What follows belongs to an exercise in optimizing a design on an open flow for small area, a short achievable clock period and few clock cycles per item; a production flow would make more cautious choices.
Only simulation tests tie the RTL to the original design; equivalence was not proved.
No activity file was given, so power comes from the tool's default toggle rates.

==> flow/config.mk <==
export PLATFORM = sky130hd
export DESIGN_NAME = decode_alu_core
export DESIGN_NICKNAME = decode_alu_core
export VERILOG_FILES = /design/flow/design.v
export SDC_FILE = /design/flow/constraint.sdc
export NUM_CORES = 4
export LEC_CHECK = 0
export ABC_AREA = 1
export CAP_MARGIN = 20
export CORE_MARGIN = 2
export CORE_UTILIZATION = 50
export SETUP_SLACK_MARGIN = 5.0
export SLEW_MARGIN = 20
export SYNTH_HIERARCHICAL = 1
export TNS_END_PERCENT = 0
==> flow/constraint.sdc <==
create_clock -name core_clock -period 12.5 [get_ports {clk}]
set_input_delay 2.5000 -clock core_clock [delete_from_list [all_inputs] [get_ports {clk}]]
set_output_delay 2.5000 -clock core_clock [all_outputs]
set_load 0.01 [all_outputs]
==> flow/design.v <==
module decode_alu_core #(
    parameter int K = 8,   
    parameter int DR = 2   
) (
    input  logic        clk,
    input  logic        rst,
    input  logic [6:0]  opcode,
    input  logic [2:0]  funct3,
    input  logic [6:0]  funct7,
    input  logic        NOP,
    output logic [2:0]  ImmType,
    output logic        B_Zero,
    output logic [1:0]  isPC_select,
    output logic        RegWriteHZ,
    output logic        MemWriteHZ,
    output logic        MemReadHZ,
    output logic        ALUSrcHZ,
    output logic        BranchHZ,
    output logic        JumpHZ,
    output logic        JumpRegHZ,
    output logic [1:0]  ResultSrcHZ,
    output logic [2:0]  ImmTypeHZ,
    output logic [4:0]  ALUControlHZ,
    input  logic [31:0] rdA,
    input  logic [31:0] rdB,
    input  logic [4:0]  ALUControl,
    output logic [31:0] ALUresult,
    output logic        Carry,
    output logic        Zero,
    output logic        mul_done,
    output logic        div_done
);
    localparam logic [4:0] A_ADD = 5'd0, A_SUB = 5'd1, A_AND = 5'd2, A_OR = 5'd3, A_XOR = 5'd4;
    localparam logic [4:0] A_SLL = 5'd5, A_SRL = 5'd6, A_SRA = 5'd7, A_SLT = 5'd8, A_SLTU = 5'd9;
    localparam int NCH = 32 / K;
    logic       rw, mw, mr, as, br, jp, jr, bz, kill;
    logic [1:0] rs_sel, pcs;
    logic [2:0] it;
    logic [4:0] ac, fop;
    always_comb begin
        rw = 1'b0; mw = 1'b0; mr = 1'b0; as = 1'b0; br = 1'b0; jp = 1'b0; jr = 1'b0; bz = 1'b0;
        rs_sel = 2'b00; pcs = 2'b00; it = 3'b000; ac = A_ADD; fop = A_ADD;
        case (funct3)
            3'd1: fop = A_SLL;
            3'd2: fop = A_SLT;
            3'd3: fop = A_SLTU;
            3'd4: fop = A_XOR;
            3'd5: fop = A_SRL;
            3'd6: fop = A_OR;
            3'd7: fop = A_AND;
            default: fop = A_ADD;
        endcase
        case (opcode)
            7'b0110011: begin
                rw = 1'b1;
                ac = (funct7 == 7'b0000001) ? {2'b10, funct3} :
                     (funct7[5] && funct3 == 3'd0) ? A_SUB :
                     (funct7[5] && funct3 == 3'd5) ? A_SRA : fop;
            end
            7'b0010011: begin
                rw = 1'b1; as = 1'b1;
                ac = (funct7[5] && funct3 == 3'd5) ? A_SRA : fop;
            end
            7'b0000011: begin rw = 1'b1; as = 1'b1; mr = 1'b1; rs_sel = 2'b01; end
            7'b0100011: begin as = 1'b1; mw = 1'b1; it = 3'b001; end
            7'b1100011: begin
                br = 1'b1; it = 3'b010;
                case (funct3)
                    3'b100: begin ac = A_SLT;  bz = 1'b1; end
                    3'b101: begin ac = A_SLT;  bz = 1'b0; end
                    3'b110: begin ac = A_SLTU; bz = 1'b1; end
                    3'b111: begin ac = A_SLTU; bz = 1'b0; end
                    default: begin ac = A_SUB; bz = funct3[0]; end
                endcase
            end
            7'b1101111: begin rw = 1'b1; jp = 1'b1; it = 3'b100; rs_sel = 2'b10; end
            7'b1100111: begin rw = 1'b1; jr = 1'b1; as = 1'b1; rs_sel = 2'b10; end
            7'b0110111: begin rw = 1'b1; as = 1'b1; it = 3'b011; pcs = 2'b10; end
            7'b0010111: begin rw = 1'b1; as = 1'b1; it = 3'b011; pcs = 2'b01; end
            default: ;
        endcase
    end
    assign kill = rst | NOP;
    assign {ImmType, B_Zero, isPC_select} = rst ? 6'd0 : {it, bz, pcs};
    assign {RegWriteHZ, MemWriteHZ, MemReadHZ, ALUSrcHZ, BranchHZ, JumpHZ,
            JumpRegHZ, ResultSrcHZ, ImmTypeHZ, ALUControlHZ} =
           kill ? 17'd0 : {rw, mw, mr, as, br, jp, jr, rs_sel, it, ac};
    logic [31:0] a, b;
    assign a = rdA;
    assign b = rdB;
    logic        busy, done;
    logic [4:0]  cnt;
    logic [32:0] hi;           
    logic [31:0] lo;           
    logic [32:0] dd;           
    logic        pb;           
    logic        neg_q, neg_r;
    logic [2:0]  op_q;         
    logic m_op, is_div, start;
    assign m_op   = ALUControl[4:3] == 2'b10;
    assign is_div = ALUControl[2];
    assign start  = m_op && !busy && !done;
    localparam int W = 35 + K;
    logic              a_sgn, b_sgn, last, corr, prev;
    logic [32:0]       A;
    logic [K-1:0]      c;
    logic [32:0]       H;
    assign a_sgn = ALUControl[1:0] != 2'b11;                        
    assign b_sgn = ALUControl[1:0] == 2'b01;                        
    assign A     = {a_sgn & a[31], a};
    assign c     = busy ? lo[K-1:0] : b[K-1:0];
    assign prev  = busy ? pb : 1'b0;
    assign H     = busy ? hi : 33'd0;
    assign last  = busy ? (cnt == 5'(NCH - 1)) : (NCH == 1);
    assign corr  = last & b[31] & !b_sgn;                           
    logic [W-1:0] rows [K/2 + 2];
    logic [W-1:0] mt;
    always_comb begin
        logic [W-1:0] cst;
        cst = '0;
        cst = cst - (W'(1) << 32);                        
        cst = cst - (W'(1) << (K + 32));                  
        for (int i = 0; i < K / 2; i++) cst = cst - (W'(1) << (2*i + 33));    
        rows[0] = '0;
        rows[0][31:0] = H[31:0];
        rows[0][W-1:32] = H[32] ? cst[W-1:32] : cst[W-1:32] + 1'b1;
        rows[1] = '0;
        rows[1][K +: 32] = corr ? A[31:0] : 32'd0;
        rows[1][K + 32] = ~(corr & A[32]);
        for (int i = 0; i < K / 2; i++) begin
            logic b2, b1, b0, one, two, neg;
            logic [33:0] p;
            b2 = c[2*i+1];
            b1 = c[2*i];
            b0 = (i == 0) ? prev : c[2*i-1];
            neg = b2;
            one = b1 ^ b0;
            two = (b2 & !b1 & !b0) | (!b2 & b1 & b0);
            for (int j = 0; j < 34; j++)
                p[j] = ((one & A[j > 32 ? 32 : j]) | (two & (j == 0 ? 1'b0 : A[j - 1 > 32 ? 32 : j - 1]))) ^ neg;
            rows[2 + i] = '0;
            rows[2 + i][2*i +: 33] = p[32:0];
            rows[2 + i][2*i + 33] = ~p[33];
            rows[1][2*i] = neg;
        end
    end
    function automatic logic [2*W-1:0] csa(input logic [W-1:0] x, input logic [W-1:0] y, input logic [W-1:0] z);
        logic [W-1:0] s, cy;
        s  = x ^ y ^ z;
        cy = (x & y) | (x & z) | (y & z);
        csa = {cy[W-2:0], 1'b0, s};
    endfunction
    logic [W-1:0] sA, cA, sB, cB, sC, cC, sD, cD;
    assign {cA, sA} = csa(rows[2], rows[3], rows[4]);
    assign {cB, sB} = csa(rows[5], rows[0], rows[1]);
    assign {cC, sC} = csa(sA, cA, sB);
    assign {cD, sD} = csa(sC, cC, cB);
    assign mt = sD + cD;
    logic        sel_lo, negr;
    logic [31:0] msel, m_res;
    logic        d_sgn, a_neg, b_neg, b_zero;
    logic [31:0] am, bm;
    logic [5:0]  lza, lzb, nsh;
    logic [4:0]  npad;
    assign d_sgn  = !ALUControl[0];                                 
    assign a_neg  = d_sgn & a[31];
    assign b_neg  = d_sgn & b[31];
    assign am     = nego;                                           
    assign bm     = b_neg ? -b : b;
    assign b_zero = b == 32'd0;
    always_comb begin
        lza = 6'd32;
        for (int i = 0; i < 32; i++) if (am[i]) lza = 6'(31 - i);
        lzb = 6'd32;
        for (int i = 0; i < 32; i++) if (bm[i]) lzb = 6'(31 - i);
    end
    assign nsh  = lzb - lza;                                        
    assign npad = nsh[4:0] | 5'(DR - 1);                            
    logic [31:0] rst_r [DR + 1];
    logic [DR-1:0] qb;
    always_comb begin
        rst_r[0] = hi[31:0];
        for (int s = 0; s < DR; s++) begin
            logic [33:0] df;
            df = {2'b0, rst_r[s]} - {1'b0, dd >> s};
            qb[DR - 1 - s] = !df[33];
            rst_r[s + 1] = df[33] ? rst_r[s] : df[31:0];
        end
    end
    always_ff @(posedge clk) begin
        if (rst) begin
            busy <= 1'b0;
            done <= 1'b0;
        end else if (done) begin
            done <= 1'b0;
        end else if (start) begin
            if (!is_div) begin
                busy <= NCH > 1;
                done <= NCH == 1;
            end else if (b_zero || nsh[5]) begin
                done <= 1'b1;                        
            end else begin
                busy <= 1'b1;
            end
        end else if (busy && cnt == (is_div ? 5'd0 : 5'(NCH - 1))) begin
            busy <= 1'b0;
            done <= 1'b1;
        end
    end
    always_ff @(posedge clk) begin
        if (!busy && !done) begin
            op_q  <= ALUControl[2:0];
            neg_q <= (a_neg ^ b_neg) & !b_zero;
            neg_r <= a_neg;
        end
    end
    always_ff @(posedge clk) begin
        if (!is_div) begin
            hi  <= mt[32+K:K];
            lo  <= {mt[K-1:0], busy ? lo[31:K] : b[31:K]};
            cnt <= busy ? cnt + 5'd1 : 5'd1;
        end else if (busy) begin
            hi  <= {1'b0, rst_r[DR]};
            lo  <= {lo[31-DR:0], qb};
            cnt <= cnt - 5'd1;
        end else begin
            hi  <= {1'b0, am};
            lo  <= {32{b_zero}};
            cnt <= npad >> (DR / 2);
        end
        pb <= c[K-1];
        dd <= busy ? dd >> DR : {1'b0, bm} << npad;
    end
    assign sel_lo = op_q[2] ? !op_q[1] : op_q[1:0] == 2'b00;
    assign msel   = sel_lo ? lo : hi[31:0];
    assign negr   = op_q[2] & (op_q[1] ? neg_r : neg_q);
    logic [31:0] negi, nego;
    assign negi  = done ? msel : a;
    assign nego  = (done ? negr : a_neg) ? -negi : negi;
    assign m_res = nego;
    decode_alu_core_alu u_alu (
        .a(a), .b(b), .op(ALUControl), .rst(rst), .done(done), .m_res(m_res), .m_zero(~|msel),
        .result(ALUresult), .carry(Carry), .zero(Zero)
    );
    assign mul_done  = !rst && done && !op_q[2];
    assign div_done  = !rst && done && op_q[2];
endmodule
module decode_alu_core_alu (
    input  logic [31:0] a,
    input  logic [31:0] b,
    input  logic [4:0]  op,
    input  logic        rst,
    input  logic        done,
    input  logic [31:0] m_res,
    input  logic        m_zero,
    output logic [31:0] result,
    output logic        carry,
    output logic        zero
);
    logic        cout, geu, lts, z_sh;
    logic [31:0] sum, dif, shr, early;
    logic        s_add, s_sub, s_shl, s_shr, s_slt, s_sltu, s_m, z_early;
    decode_alu_core_add   u_add   (.a(a), .b(b), .sum(sum), .cout(cout));
    decode_alu_core_sub   u_sub   (.a(a), .b(b), .dif(dif), .geu(geu), .lts(lts));
    decode_alu_core_shift u_shift (.a(a), .sh(b[4:0]), .op(op[1:0]), .shr(shr), .zero(z_sh));
    decode_alu_core_early u_early (
        .a(a), .b(b), .op(op), .rst(rst), .done(done),
        .s_add(s_add), .s_sub(s_sub), .s_shl(s_shl), .s_shr(s_shr), .s_slt(s_slt), .s_sltu(s_sltu),
        .s_m(s_m), .early(early), .z_early(z_early)
    );
    decode_alu_core_out u_out (
        .s_add(s_add), .s_sub(s_sub), .s_shl(s_shl), .s_shr(s_shr), .s_slt(s_slt), .s_sltu(s_sltu),
        .s_m(s_m), .early(early), .z_early(z_early),
        .sum(sum), .cout(cout), .dif(dif), .geu(geu), .lts(lts), .shr(shr), .z_sh(z_sh),
        .m_res(m_res), .m_zero(m_zero),
        .result(result), .carry(carry), .zero(zero)
    );
endmodule
module decode_alu_core_early (
    input  logic [31:0] a,
    input  logic [31:0] b,
    input  logic [4:0]  op,
    input  logic        rst,
    input  logic        done,
    output logic        s_add, s_sub, s_shl, s_shr, s_slt, s_sltu, s_m,
    output logic [31:0] early,
    output logic        z_early
);
    logic ok, s_and, s_or, s_xor, s_none;
    assign ok     = !rst && !done;
    assign s_add  = ok && op == 5'd0;
    assign s_sub  = ok && op == 5'd1;
    assign s_and  = ok && op == 5'd2;
    assign s_or   = ok && op == 5'd3;
    assign s_xor  = ok && op == 5'd4;
    assign s_shl  = ok && op == 5'd5;
    assign s_shr  = ok && (op == 5'd6 || op == 5'd7);
    assign s_slt  = ok && op == 5'd8;
    assign s_sltu = ok && op == 5'd9;
    assign s_none = ok && op > 5'd9;                  
    assign s_m    = !rst && done;
    assign early  = ({32{s_and}} & (a & b)) | ({32{s_or}} & (a | b)) | ({32{s_xor}} & (a ^ b));
    assign z_early = (s_add && ~|(a ^ b ^ {a[30:0] | b[30:0], 1'b0})) ||
                     (s_sub && a == b) ||
                     ((s_and || s_or || s_xor) && early == 32'd0) ||
                     s_none;
endmodule
module decode_alu_core_out (
    input  logic        s_add, s_sub, s_shl, s_shr, s_slt, s_sltu, s_m,
    input  logic [31:0] early,
    input  logic        z_early,
    input  logic [31:0] sum,
    input  logic        cout,
    input  logic [31:0] dif,
    input  logic        geu,
    input  logic        lts,
    input  logic [31:0] shr,
    input  logic        z_sh,
    input  logic [31:0] m_res,
    input  logic        m_zero,
    output logic [31:0] result,
    output logic        carry,
    output logic        zero
);
    logic [31:0] shl, lt;
    always_comb for (int i = 0; i < 32; i++) shl[i] = shr[31 - i];
    assign lt = {31'd0, (s_slt & lts) | (s_sltu & !geu)};
    assign result = early | ({32{s_add}} & sum) | ({32{s_sub}} & dif) | ({32{s_shl}} & shl) |
                    ({32{s_shr}} & shr) | ({32{s_m}} & m_res) | lt;
    assign carry  = (s_add & cout) | (s_sub & geu);
    assign zero   = z_early | ((s_shl | s_shr) & z_sh) | (s_slt & !lts) | (s_sltu & geu) | (s_m & m_zero);
endmodule
module decode_alu_core_add (
    input  logic [31:0] a,
    input  logic [31:0] b,
    output logic [31:0] sum,
    output logic        cout
);
    assign {cout, sum} = {1'b0, a} + {1'b0, b};
endmodule
module decode_alu_core_sub (
    input  logic [31:0] a,
    input  logic [31:0] b,
    output logic [31:0] dif,
    output logic        geu,      
    output logic        lts       
);
    assign {geu, dif} = {1'b0, a} + {1'b0, ~b} + 33'd1;
    assign lts = (a[31] ^ b[31]) ? a[31] : dif[31];
endmodule
module decode_alu_core_shift (
    input  logic [31:0] a,
    input  logic [4:0]  sh,
    input  logic [1:0]  op,        
    output logic [31:0] shr,       
    output logic        zero
);
    logic [31:0] sh_in, sh_rev;
    logic        left, fill;
    assign left = !op[1];
    assign fill = op[1] & op[0] & a[31];
    always_comb for (int i = 0; i < 32; i++) sh_rev[i] = a[31 - i];
    assign sh_in = left ? sh_rev : a;
    assign shr   = $signed({fill, sh_in}) >>> sh;
    logic [31:0] keep;
    always_comb for (int i = 0; i < 32; i++) keep[i] = left ? (i <= 31 - sh) : (i >= sh);
    assign zero  = ~|(a & keep) & !fill;
endmodule
==> flow/flow/run.sh <==
#!/bin/bash
# The standard layout (standard.sh: synthesis to the routed layout), with one change:
# the port buffers that global placement inserts are buf_4 cells rather than the
# default choice, a slow delay buffer. Every port is still buffered.
set -o pipefail
export BUFFER_PORTS_ARGS="-buffer_cell sky130_fd_sc_hd__buf_4"
bash standard.sh > standard.log 2>&1
status=$?
tail -40 standard.log
exit $status
==> flow/standard.sh <==
#!/bin/bash
# synth_recipe.tcl (not shown) runs the flow's synth.tcl, then flattens the netlist and writes it again
# the make line also repeats each setting of config.mk as NAME=value (left out here)
make -C /OpenROAD-flow-scripts/flow DESIGN_CONFIG=/design/flow/config.mk WORK_HOME=/design/flow/orfs CLKGATE_MAP_FILE= SYNTH_SCRIPT=/design/flow/synth_recipe.tcl "${@:-finish}"
==> flow_metrics.py, run 1 <==
metrics = {
    "finish": {
        "stdcell_count": 6567,
        "fin_util": 0.571,
        "drive_gt1_frac": 0.114,
        "area_delta_synth_final_pct": 13.5,
        "nets": 6187,
    },
    "placement": {
        "pre_cts_slack_ps": 2400,
        "place.gp.congestion": 1.08,
        "dp_hpwl_um": 118000,
        "dpl.cell_count": 6430,
        "portBuffers": 147,
    },
    "synthesis": {
        "ys_seq_area_frac": 0.0704,
        "ys_ff_latch": 111,
        "synth.most_common_cell": "nand2_1",
        "async_flop_share": 0,
        "synthFlopType": "dfxtp_1",
        "synth_commonest_cells": "1,650 x nand2_1, 938 x inv_1, 446 x nand3_1",
        "synth_largest_area_cell": "nand2_1",
        "yosysTopAreaCellShare": 0.192,
        "synth_area_leaders": "nand2_1 19%, inv_1 11%, ha_1 10%",
        "ys_warn_count": 11,
        "avgSynthCellArea_sq_um": 5.77,
        "synth_fp_nets": 6074,
        "syn_inst": 5591,
        "synth_edf_count": 5,
        "synth_cell_type_count": 71,
        "syn_area_sq_um": 32300,
    },
    "timing": {
        "finalCriticalPeriod_ps": 8200,
        "setup_viol": 0,
        "clock.fmax_mhz": 122,
        "tightestPinTransition_ps": 1170,
        "maxSlewViolCount": 0,
        "relSlewSlack": 0.215,
        "fin_setup_tns_ps": 0,
        "timing.final.ws_setup_ps": 4300,
        "fin_worst_skew_ps": 22.5,
        "finalHoldViolations": 0,
        "min_period_over_period": 0.656,
        "rsz0062_at_grt": "true",
    },
    "run": {
        "max_cap_viol_count": 0,
    },
    "min_path": {
        "worstHoldStart": "cnt[4]",
        "hold_depth": 1,
        "whs_endpoint": "cnt[4]",
        "hold_class": "reg2reg",
    },
    "detailed_routing": {
        "drt-initial-drc-count": 4708,
        "drc_errors": 0,
        "wl_per_cell_um": 23.6,
        "num_vias": 38500,
        "first_pass_iters": 8,
        "routed_via_density": 5.86,
        "detail-route-antenna-nets": 0,
        "wl_met3_um": 16100,
        "wl_met1_um": 58700,
        "wl_um": 155000,
        "route.met2.wl_um": 65700,
        "highest-signal-layer": "met4",
    },
    "worst_setup_path": {
        "worstPathRequired_ps": 10000,
        "path_class": "in2out",
        "crit_path_start_kind": "input pin",
        "path_buf_inv": 5,
        "timing.rr.end": "hi[24]",
        "worstSetupEndpointType": "primary output",
        "r2r_slack_ps": 4710,
        "path_max_fanout": 9,
        "reg2reg_from": "dd[2]",
        "crit_path_max_incr_delay_ps": 220,
        "slowest_stage": "buf_4",
        "cpMostUsedCell": "nand2_1",
        "rr_worst_depth": 50,
        "crit_family": "simple AND/OR/NAND/NOR gates",
        "worstPathArrival_ps": 5700,
    },
    "clock_network": {
        "max-clock-path-buffers": 2,
        "clkLatencyLatePin_ps": 400,
        "clock_sinks": 111,
        "cts_tree": "built",
        "cts_made_buffers": 9,
        "root_buffer": "clkbuf_16",
        "cts.clk_slew.worst_paths_ps": 90,
        "hold_buffers": 0,
        "h-tree-depth": 3,
    },
    "power_and_ir_drop": {
        "peakVddDrop_uv": 270,
        "power_leakage_uw": 0.0197,
        "power_density_nw_per_um2": 331,
        "totalPowerFinal_uw": 12100,
    },
    "floorplan": {
        "die_h_um": 258,
        "core_region_area_sq_um": 64100,
        "fp.dieArea_sq_um": 66600,
        "die_x_um": 258,
        "ios": 148,
        "start_util": 0.503,
        "row_count": 93,
    },
    "run_status": {
        "outcome": "complete, no violations",
    },
    "global_route": {
        "grt_max_degree": 70,
        "grt_usage": 0.451,
        "grt_first_pass_wirelength_um": 226000,
        "grt_pass1_vias": 35700,
        "grt-ovfl-total": 0,
        "grt_antenna_before_repair": 1,
    },
}
-- flip-flops by register name, indices dropped and copies added (netlist names), 3 cells and up --
register / flops
hi: 33
op_q: 3
dd: 33
cnt: 5
lo: 32
-- Yosys stat by module (local to each module, per instance), a selection --
module	cells	area, sq um
decode_alu_core_add	505	2420
decode_alu_core_sub	527	2520
decode_alu_core_out	339	1460
decode_alu_core_shift	631	2810
decode_alu_core_early	486	2680
decode_alu_core	3103	20400
-- metrics by stage --
step | instance area [sq um] | hold slack (ps)
after floorplan | 32500 | 413
after global placement | 33800 | 445
after detailed placement | 33800 | 450
after CTS | 36000 | 470
after global routing | 36600 | 503
final | 36600 | 465
-- metal layers --
layer | vias to the layer above | track usage
met1 | 17600 | 0.548
met4 | 0 | 0.352
li1 | 18100 | -
met2 | 2198 | 0.692
met5 | - | 0
met3 | 570 | 0.0986
-- power by group --
part	leakage, uW	switching (uW)	internal (uW)	total [uW]
Combinational	0.0186	6860	4200	11100
Clock	0.000153	180	147	326
Sequential	0.000944	189	532	721
Total	0.0197	7230	4880	12100
-- final cells by class --
| class | count | area, sq um |
|---|---|---|
| antenna | 3 | 7.51 |
| clock inverter | 7 | 88.8 |
| multi-input combinational | 4285 | 26100 |
| tap | 855 | 1070 |
| clock buffer | 9 | 225 |
| sequential | 111 | 2280 |
| timing repair buffer | 292 | 2890 |
| inverter | 1001 | 3900 |
| timing repair inverter | 4 | 31.3 |
| fill | 6774 | 27500 |
-- worst max-delay path by stage --
stage | start | endpoint | cells after the start
after floorplan | rdB[3] | hi[24] | 38
after global placement | rdB[3] | hi[31] | 41
after detailed placement | rdB[3] | hi[31] | 41
after CTS | rdB[1] | hi[31] | 42
after global routing | rdB[3] | hi[32] | 42
final | rdA[2] | ALUresult[31] | 25
-- cells in the final DEF, fill, tap and decap left out, types with 103 or more instances in the layout --
| cell | n |
|---|---|
| nand2_1 | 1628 |
| inv_1 | 915 |
| nand3_1 | 442 |
| nor2_1 | 351 |
| a21oi_1 | 256 |
| ha_1 | 251 |
| buf_4 | 240 |
| xor2_1 | 228 |
| o21ai_0 | 211 |
| o22ai_1 | 152 |
| fa_1 | 129 |
| dfxtp_1 | 103 |
-- cells by family after synthesis --
family          Yosys count  share of synthesized area
simple gates           2695                      0.353
buf+inv                1197                      0.149
compound gates          890                      0.160
fa+ha+maj               394                      0.184
xor+xnor                293                     0.0807
flops                   111                     0.0704
mux                      11                    0.00368
-- worst register-to-register path: cells and delay by family (launching register included) --
family | cells | cell delay [ps]
AOI/OAI and AO/OA | 19 | 2950
and+or+nand+nor | 20 | 2230
buffers and inverters | 8 | 1090
adders and majority gates | 3 | 950
DFF | 1 | 430
-- timing repair --
action | 4_1_cts | 5_1_grt
cloned | 18 | 2
pin swaps | 55 | 60
endpoints found under the setup margin | 104 | 105
buffers inserted | 66 | 32
gates resized for setup | 205 | 80
Testbench counts, summed over its fixed seeds: cycles 41,189, instrs 24,000.
==> run 2, diff against run 1 <==
--- a/flow/design.v
+++ b/flow/design.v
@@ -363,6 +363,4 @@
     assign sh_in = left ? sh_rev : a;
     assign shr   = $signed({fill, sh_in}) >>> sh;
-    logic [31:0] keep;
-    always_comb for (int i = 0; i < 32; i++) keep[i] = left ? (i <= 31 - sh) : (i >= sh);
-    assign zero  = ~|(a & keep) & !fill;
+    assign zero  = shr == 32'd0;
 endmodule
--- a/flow/config.mk
+++ b/flow/config.mk
@@ -6,9 +6,8 @@
 export NUM_CORES = 4
 export LEC_CHECK = 0
-export ABC_AREA = 1
 export CAP_MARGIN = 20
 export CORE_MARGIN = 2
-export CORE_UTILIZATION = 50
-export SETUP_SLACK_MARGIN = 5.0
+export CORE_UTILIZATION = 40
+export SETUP_SLACK_MARGIN = 4.5
 export SLEW_MARGIN = 20
 export SYNTH_HIERARCHICAL = 1
==> run 2 against run 1 <==
Critical endpoint is now Zero. Clock skew decreased by 2.5 ps. Still clean on timing, DRC and antenna. Clock power decreased by 2%. Total power decreased by 17%. Critical path type unchanged.
==> flow_metrics.py, run 2 <==
metrics = {
    "run_status": {
        "outcome": "complete, no violations",
    },
    "floorplan": {
        "die_x_um": 289,
        "fp.dieArea_sq_um": 83300,
        "start_util": 0.403,
        "core_region_area_sq_um": 80400,
        "ios": 148,
        "row_count": 104,
        "die_h_um": 289,
    },
    "global_route": {
        "grt_max_degree": 98,
        "grt_usage": 0.359,
        "grt_first_pass_wirelength_um": 224000,
        "grt-ovfl-total": 0,
        "grt_pass1_vias": 33800,
        "grt_antenna_before_repair": 6,
    },
    "timing": {
        "clock.fmax_mhz": 120,
        "min_period_over_period": 0.668,
        "setup_viol": 0,
        "fin_worst_skew_ps": 20.0,
        "rsz0062_at_grt": "true",
        "tightestPinTransition_ps": 1200,
        "maxSlewViolCount": 0,
        "fin_setup_tns_ps": 0,
        "relSlewSlack": 0.192,
        "finalHoldViolations": 0,
        "finalCriticalPeriod_ps": 8350,
        "timing.final.ws_setup_ps": 4150,
    },
    "min_path": {
        "hold_class": "reg2reg",
        "hold_depth": 2,
        "worstHoldStart": "dd[15]",
    },
    "detailed_routing": {
        "wl_per_cell_um": 27.8,
        "first_pass_iters": 10,
        "drc_errors": 0,
        "detail-route-antenna-nets": 0,
        "wl_um": 156000,
        "num_vias": 36800,
        "routed_via_density": 6.56,
        "drt-initial-drc-count": 5214,
    },
    "worst_setup_path": {
        "slowest_stage": "or4_1",
        "worstSetupEndpointType": "primary output",
        "path_class": "in2out",
        "reg2reg_from": "dd[8]",
        "crit_path_max_incr_delay_ps": 500,
        "worstPathRequired_ps": 10000,
        "startpoint": "rdB[1]",
        "path_cells": "buf_16 > buf_16 > buf_4 > mux4_2 > and3_1 > a31oi_1 > o21ai_0 > o31ai_1 > a41oi_1 > or4_1 > nor4_2 > o21ai_1 > nand3_1 > buf_4",
        "path_max_fanout": 6,
        "rr_worst_depth": 30,
        "worstPathArrival_ps": 5850,
        "crit_path_start_kind": "input pin",
    },
    "clock_network": {
        "clkLatencyLatePin_ps": 390,
        "h-tree-depth": 3,
        "max-clock-path-buffers": 2,
        "clock_sinks": 111,
        "root_buffer": "clkbuf_16",
        "cts_made_buffers": 9,
        "hold_buffers": 0,
        "cts_tree": "built",
        "cts.clk_slew.worst_paths_ps": 90,
    },
    "power_and_ir_drop": {
        "power_leakage_uw": 0.0155,
        "power_density_nw_per_um2": 276,
        "pwr-share-comb": 0.891,
        "switchingPower_uw": 5950,
        "pwr-share-clk": 0.032,
        "peakVddDrop_uv": 336,
        "seqPwrFrac": 0.077,
        "swShare": 0.590,
        "power.internal_uw": 4140,
    },
    "finish": {
        "fin_util": 0.455,
        "stdcell_count": 5606,
        "area_delta_synth_final_pct": 13.0,
        "biggestRegsByFlops": "dd: 33 flops, hi: 33 flops, lo: 32 flops",
        "num_antenna_cells": 0,
        "final_cell_mix": "465 x nor2_1, 426 x nand2_1, 378 x inv_1, 329 x a21oi_1, 314 x o21ai_0",
        "drive_gt1_frac": 0.138,
        "final_common_cell": "nor2_1",
        "nets": 5024,
    },
    "synthesis": {
        "synth_edf_count": 5,
        "ys_warn_count": 11,
        "ys_seq_area_frac": 0.0701,
        "synth_largest_area_cell": "ha_1",
        "synth_commonest_cells": "486 x nor2_1, 430 x nand2_1, 387 x inv_1",
        "synthFlopType": "dfxtp_1",
        "async_flop_share": 0,
        "synth_cell_type_count": 124,
        "ys_ff_latch": 111,
        "syn_area_sq_um": 32400,
        "synth_area_leaders": "ha_1 10%, fa_1 8.2%, dfxtp_1 6.5%",
        "syn_inst": 4536,
        "synth_fp_nets": 5019,
        "synth.most_common_cell": "nor2_1",
        "avgSynthCellArea_sq_um": 7.14,
        "yosysTopAreaCellShare": 0.101,
    },
    "placement": {
        "place.gp.congestion": 1.04,
        "portBuffers": 147,
        "dpl.cell_count": 5486,
        "pre_cts_slack_ps": 2830,
        "dp_hpwl_um": 112000,
    },
    "run": {
        "max_cap_viol_count": 0,
    },
}
run 2: final timing paths:
check | to | slack [ps]
worst max-delay path | Zero | 4150
worst min-delay path | dd[13] | 450
worst max register to register | hi[9] | 4590
worst min register to register | dd[13] | 450
run 2: repair_timing:
item	in CTS	in global routing
endpoints found under the hold margin	0	0
setup endpoints to repair	101	94
cloned	15	6
resized for setup	155	102
setup buffers	50	33
pin swaps	30	37
run 2: final cells by class:
cell class	instances	area [sq um]
timing repair buffer	291	2840
clock buffer	10	239
fill	8191	43800
multi-input combinational	3725	28300
timing repair inverter	3	22.5
clock inverter	6	70.1
inverter	400	1570
tap	1060	1330
sequential	111	2280
run 2: stage by stage:
stage | total power [uW] | hold WS (ps) | cell area, sq um
after global routing | 10900 | 472 | 36600
after global placement | 9170 | 440 | 34100
after detailed placement | 9160 | 437 | 34100
after floorplan | 6630 | 419 | 32500
final | 10100 | 453 | 36600
after CTS | 9670 | 454 | 35800
run 2: Yosys stat by module (local to each module, per instance), excerpt:
module | copies in the design | cell area, sq um
decode_alu_core | 1 | 22300
decode_alu_core_sub | 1 | 1920
decode_alu_core_out | 1 | 962
decode_alu_core_add | 1 | 1620
decode_alu_core_early | 1 | 2400
decode_alu_core_shift | 1 | 3170
run 2: per-layer routing:
layer	vias to the layer above	GRT usage	share of wire
li1	16300	-	-
met1	17400	0.470	0.39
met2	2476	0.536	0.42
met3	625	0.0777	0.12
met4	8	0.225	0.078
met5	-	0	0.00035
run 2: cells by family (layout without fill, tap and decap cells):
kind of cell / after synthesis / count (layout) / share of synthesized area
xor+xnor: 293 / 294 / 0.0794
flops: 111 / 111 / 0.0701
fa+ha+maj: 395 / 395 / 0.183
buf+inv: 709 / 710 / 0.0883
compound gates: 1400 / 1400 / 0.283
simple gates: 1440 / 1447 / 0.210
mux: 188 / 189 / 0.0859
run 2: power by group through the flow:
stage	combinational [uW]	clock [uW]	sequential, uW
after floorplan	6020	0	616
after global placement	8410	0	760
after detailed placement	8410	0	759
after CTS	8600	320	754
after global routing	9770	332	771
final	8990	320	775
run 2: critical path, delay by kind of cell:
kind / cells / cell delay (ps)
simple gates: 4 / 1150
mux: 1 / 490
compound gates: 5 / 1160
buf+inv: 4 / 550
Testbench counts of run 2, summed over its fixed seeds: cycles 41,189, instrs 24,000.
==> run 3, diff against run 2 <==
--- a/flow/config.mk
+++ b/flow/config.mk
@@ -8,5 +8,5 @@
 export CAP_MARGIN = 20
 export CORE_MARGIN = 2
-export CORE_UTILIZATION = 40
+export CORE_UTILIZATION = 50
 export SETUP_SLACK_MARGIN = 4.5
 export SLEW_MARGIN = 20
==> run 3 against run 2 <==
Still clean. Combinational power down 2.3%. Critical path depth down 4. Total power down 2.3%. Register-to-register slack better by 100 ps. Non-clock buffer count down 19. Sequential share of layout area up 0.14 points. Final cell count down 4.0%. Clock skew down 5.7 ps.
==> flow_metrics.py, run 3 <==
metrics = {
    "synthesis": {
        "synth_area_leaders": "ha_1 10%, fa_1 8.2%, dfxtp_1 6.5%",
        "ys_ff_latch": 111,
        "syn_inst": 4536,
        "ys_warn_count": 11,
        "synth_edf_count": 5,
        "ys_seq_area_frac": 0.0701,
        "synth_fp_nets": 5019,
        "synth_largest_area_cell": "ha_1",
        "synth_commonest_cells": "486 x nor2_1, 430 x nand2_1, 387 x inv_1",
        "synthFlopType": "dfxtp_1",
        "synth.most_common_cell": "nor2_1",
        "yosysTopAreaCellShare": 0.101,
        "syn_area_sq_um": 32400,
        "avgSynthCellArea_sq_um": 7.14,
        "synth_cell_type_count": 124,
        "async_flop_share": 0,
    },
    "clock_network": {
        "cts_tree": "built",
        "max-clock-path-buffers": 2,
        "cts.clk_slew.worst_paths_ps": 90,
        "root_buffer": "clkbuf_16",
        "cts_made_buffers": 9,
        "h-tree-depth": 3,
        "clock_sinks": 111,
        "clkLatencyLatePin_ps": 390,
    },
    "floorplan": {
        "ios": 148,
        "die_h_um": 259,
        "die_x_um": 259,
        "core_region_area_sq_um": 64200,
        "fp.dieArea_sq_um": 66900,
        "row_count": 93,
        "start_util": 0.505,
    },
    "worst_setup_path": {
        "path_class": "in2out",
        "crit_family": "buffers and inverters",
        "r2r_slack_ps": 4690,
        "worstPathArrival_ps": 5950,
        "worstPathRequired_ps": 10000,
        "startpoint": "rdA[5]",
        "reg2reg_from": "dd[1]",
        "rr_worst_depth": 33,
        "path_max_fanout": 22,
        "crit_path_max_incr_delay_ps": 940,
        "timing.rr.end": "hi[21]",
        "path_buf_inv": 3,
        "cpMostUsedCell": "buf_4",
        "critPathCapture": "ALUresult[22]",
        "path_cells": "buf_4 > clkinvlp_4 > o221ai_2 > nor4_4 > nand4_4 > o21ai_0 > xnor2_1 > a22oi_1 > nand3_1 > buf_4",
        "slowest_stage": "xnor2_1",
        "crit_path_start_kind": "input pin",
        "worstSetupEndpointType": "primary output",
        "cp_num_cells": 10,
    },
    "power_and_ir_drop": {
        "swShare": 0.584,
        "seqPwrFrac": 0.079,
        "power_density_nw_per_um2": 276,
        "pwr-share-comb": 0.891,
        "peakVddDrop_uv": 390,
        "power_leakage_uw": 0.0153,
        "pwr-share-clk": 0.031,
        "switchingPower_uw": 5760,
        "totalPowerFinal_uw": 9860,
        "power.internal_uw": 4100,
    },
    "timing": {
        "maxSlewViolCount": 0,
        "tightestPinTransition_ps": 1230,
        "finalCriticalPeriod_ps": 8450,
        "min_period_over_period": 0.676,
        "clock.fmax_mhz": 118,
        "rsz0062_at_grt": "true",
        "fin_worst_skew_ps": 14.3,
        "timing.final.ws_setup_ps": 4050,
        "setup_viol": 0,
        "fin_setup_tns_ps": 0,
        "finalHoldViolations": 0,
        "relSlewSlack": 0.177,
    },
    "finish": {
        "biggestRegsByFlops": "dd: 33 flops, hi: 33 flops, lo: 32 flops",
        "area_delta_synth_final_pct": 10.4,
        "stdcell_count": 5379,
        "nets": 4999,
        "final_common_cell": "nor2_1",
        "drive_gt1_frac": 0.127,
        "fin_area_sq_um": 35800,
        "final_cell_mix": "469 x nor2_1, 428 x nand2_1, 381 x inv_1, 335 x a21oi_1, 316 x o21ai_0",
    },
    "global_route": {
        "grt_max_degree": 91,
        "grt-ovfl-total": 0,
        "grt_usage": 0.444,
        "grt_antenna_before_repair": 9,
        "grt_pass1_vias": 33700,
        "grt_first_pass_wirelength_um": 223000,
    },
    "detailed_routing": {
        "wl_met1_um": 58100,
        "num_vias": 36500,
        "route.met2.wl_um": 63600,
        "wl_met3_um": 19800,
        "detail-route-antenna-nets": 0,
        "wl_per_cell_um": 28.5,
        "drc_errors": 0,
        "routed_via_density": 6.78,
        "highest-signal-layer": "met5",
        "drt-initial-drc-count": 5487,
        "first_pass_iters": 7,
        "wl_um": 153000,
    },
    "run": {
        "max_cap_viol_count": 0,
    },
    "placement": {
        "dpl.cell_count": 5294,
        "place.gp.congestion": 1.06,
        "placed_cell_area_sq_um": 33900,
        "portBuffers": 147,
        "pre_cts_slack_ps": 2710,
        "dp_hpwl_um": 112000,
    },
    "min_path": {
        "hold_class": "reg2reg",
    },
    "run_status": {
        "outcome": "complete, no violations",
    },
}
==> run 3: cell types whose count changed in the layout (fill, tap and decap cells not counted), sizes merged <==
cell,before,now
mux2i,91,90
nand2,433,432
clkinvlp,6,7
bufbuf,7,8
buf,282,264
diode,0,3
inv,394,391
nor2,491,489
clkbuf,12,10
==> run 3: per-module statistics from Yosys (local to each module, per instance), a selection <==
module / cells inside / flops+latches / times used / area [sq um]
decode_alu_core: 3157 / 111 / 1 / 22300
decode_alu_core_add: 225 / 0 / 1 / 1620
decode_alu_core_early: 344 / 0 / 1 / 2400
decode_alu_core_out: 156 / 0 / 1 / 962
decode_alu_core_shift: 366 / 0 / 1 / 3170
decode_alu_core_sub: 288 / 0 / 1 / 1920
==> run 3: metal layers <==
| layer | up-vias | track usage |
|---|---|---|
| met5 | - | 0 |
| met4 | 10 | 0.273 |
| met3 | 603 | 0.115 |
| met2 | 2547 | 0.651 |
| met1 | 17100 | 0.583 |
| li1 | 16300 | - |
==> run 3: area by class of cell <==
| class | count | area [sq um] |
|---|---|---|
| tap | 855 | 1070 |
| clock inverter | 6 | 63.8 |
| sequential | 111 | 2280 |
| timing repair buffer | 272 | 2570 |
| inverter | 400 | 1550 |
| multi-input combinational | 3721 | 28000 |
| antenna | 3 | 7.51 |
| timing repair inverter | 1 | 5.00 |
| clock buffer | 10 | 229 |
| fill | 6355 | 28400 |
==> run 3: stage by stage <==
stage	hold WS, ps	util
floorplan	419	-
global placement	454	0.527
detailed placement	456	0.527
CTS	468	0.548
global route	478	0.557
finish	465	0.557
==> run 3: power by group through the flow <==
stage | combinational, uW | sequential (uW) | clock, uW
after global routing | 9580 | 769 | 320
after global placement | 8280 | 761 | 0
after floorplan | 6020 | 616 | 0
after CTS | 8430 | 754 | 308
after detailed placement | 8290 | 760 | 0
final | 8780 | 775 | 304
==> run 3: how the worst min path moves through the flow <==
stage | startpoint | endpoint | slack, ps | cells after the start
2_1_floorplan | dd[15] | dd[13] | 420 | 2
3_3_place_gp | dd[15] | dd[13] | 450 | 2
3_5_place_dp | dd[9] | dd[7] | 460 | 2
4_1_cts | dd[15] | dd[13] | 470 | 2
5_1_grt | dd[15] | dd[13] | 480 | 2
6_report | dd[15] | dd[13] | 470 | 2
==> run 3: kinds of logic (layout without fill, tap and decap cells) <==
group / Yosys count / count (layout) / share of synthesized area
AOI/OAI and AO/OA: 1400 / 1400 / 0.283
xor gates and xnor gates: 293 / 294 / 0.0794
adders and majority gates: 395 / 395 / 0.183
buffers and inverters: 709 / 689 / 0.0883
DFF: 111 / 111 / 0.0701
muxes: 188 / 188 / 0.0859
other: 0 / 3 / 0
and+or+nand+nor: 1440 / 1444 / 0.210
==> run 3: worst reg2reg max path: cells and delay by family, from the launching register on <==
kind	cells	cell delay, ps
compound gates	22	4950
fa+ha+maj	3	930
buf+inv	4	640
simple gates	4	600
flops	1	550
==> run 3: repair_timing <==
item / 4_1_cts / 5_1_grt
hold buffers: 0 / 0
pin swaps: 20 / 19
setup buffers: 30 / 22
setup endpoints to repair: 102 / 97
resized for setup: 120 / 73
gates cloned: 12 / 2

-- re-timing with driven ports --
In the flow no input, the clock included, has a driving cell. The finished layouts below were timed again as built, in two steps. Step 1: set_driving_cell puts a clkbuf_16 on clk and a buf_2 on each other input, an assumption about the parent block. Step 2, shift: input delay + t, output delay - t, t = (earliest + latest rising clock arrival at the registers) / 2. This alone moves slack from input paths to output paths. Three values: ideal, step 1, step 2; two values: the first two.
run | t, ns | setup slack, ns | worst slew at a driven data input, ns
run 1 | 0.448 | 4.301 / 4.176 / 3.728 | 0.32
run 2 | 0.435 | 4.149 / 3.952 / 3.877 | 0.28
run 3 | 0.433 | 4.049 / 3.875 / 3.729 | 0.31
After both steps every run listed still meets setup and hold. For run 1, which loses most, drivers alone change the setup slack by -0.125 ns; drivers and shift together by -0.573 ns.
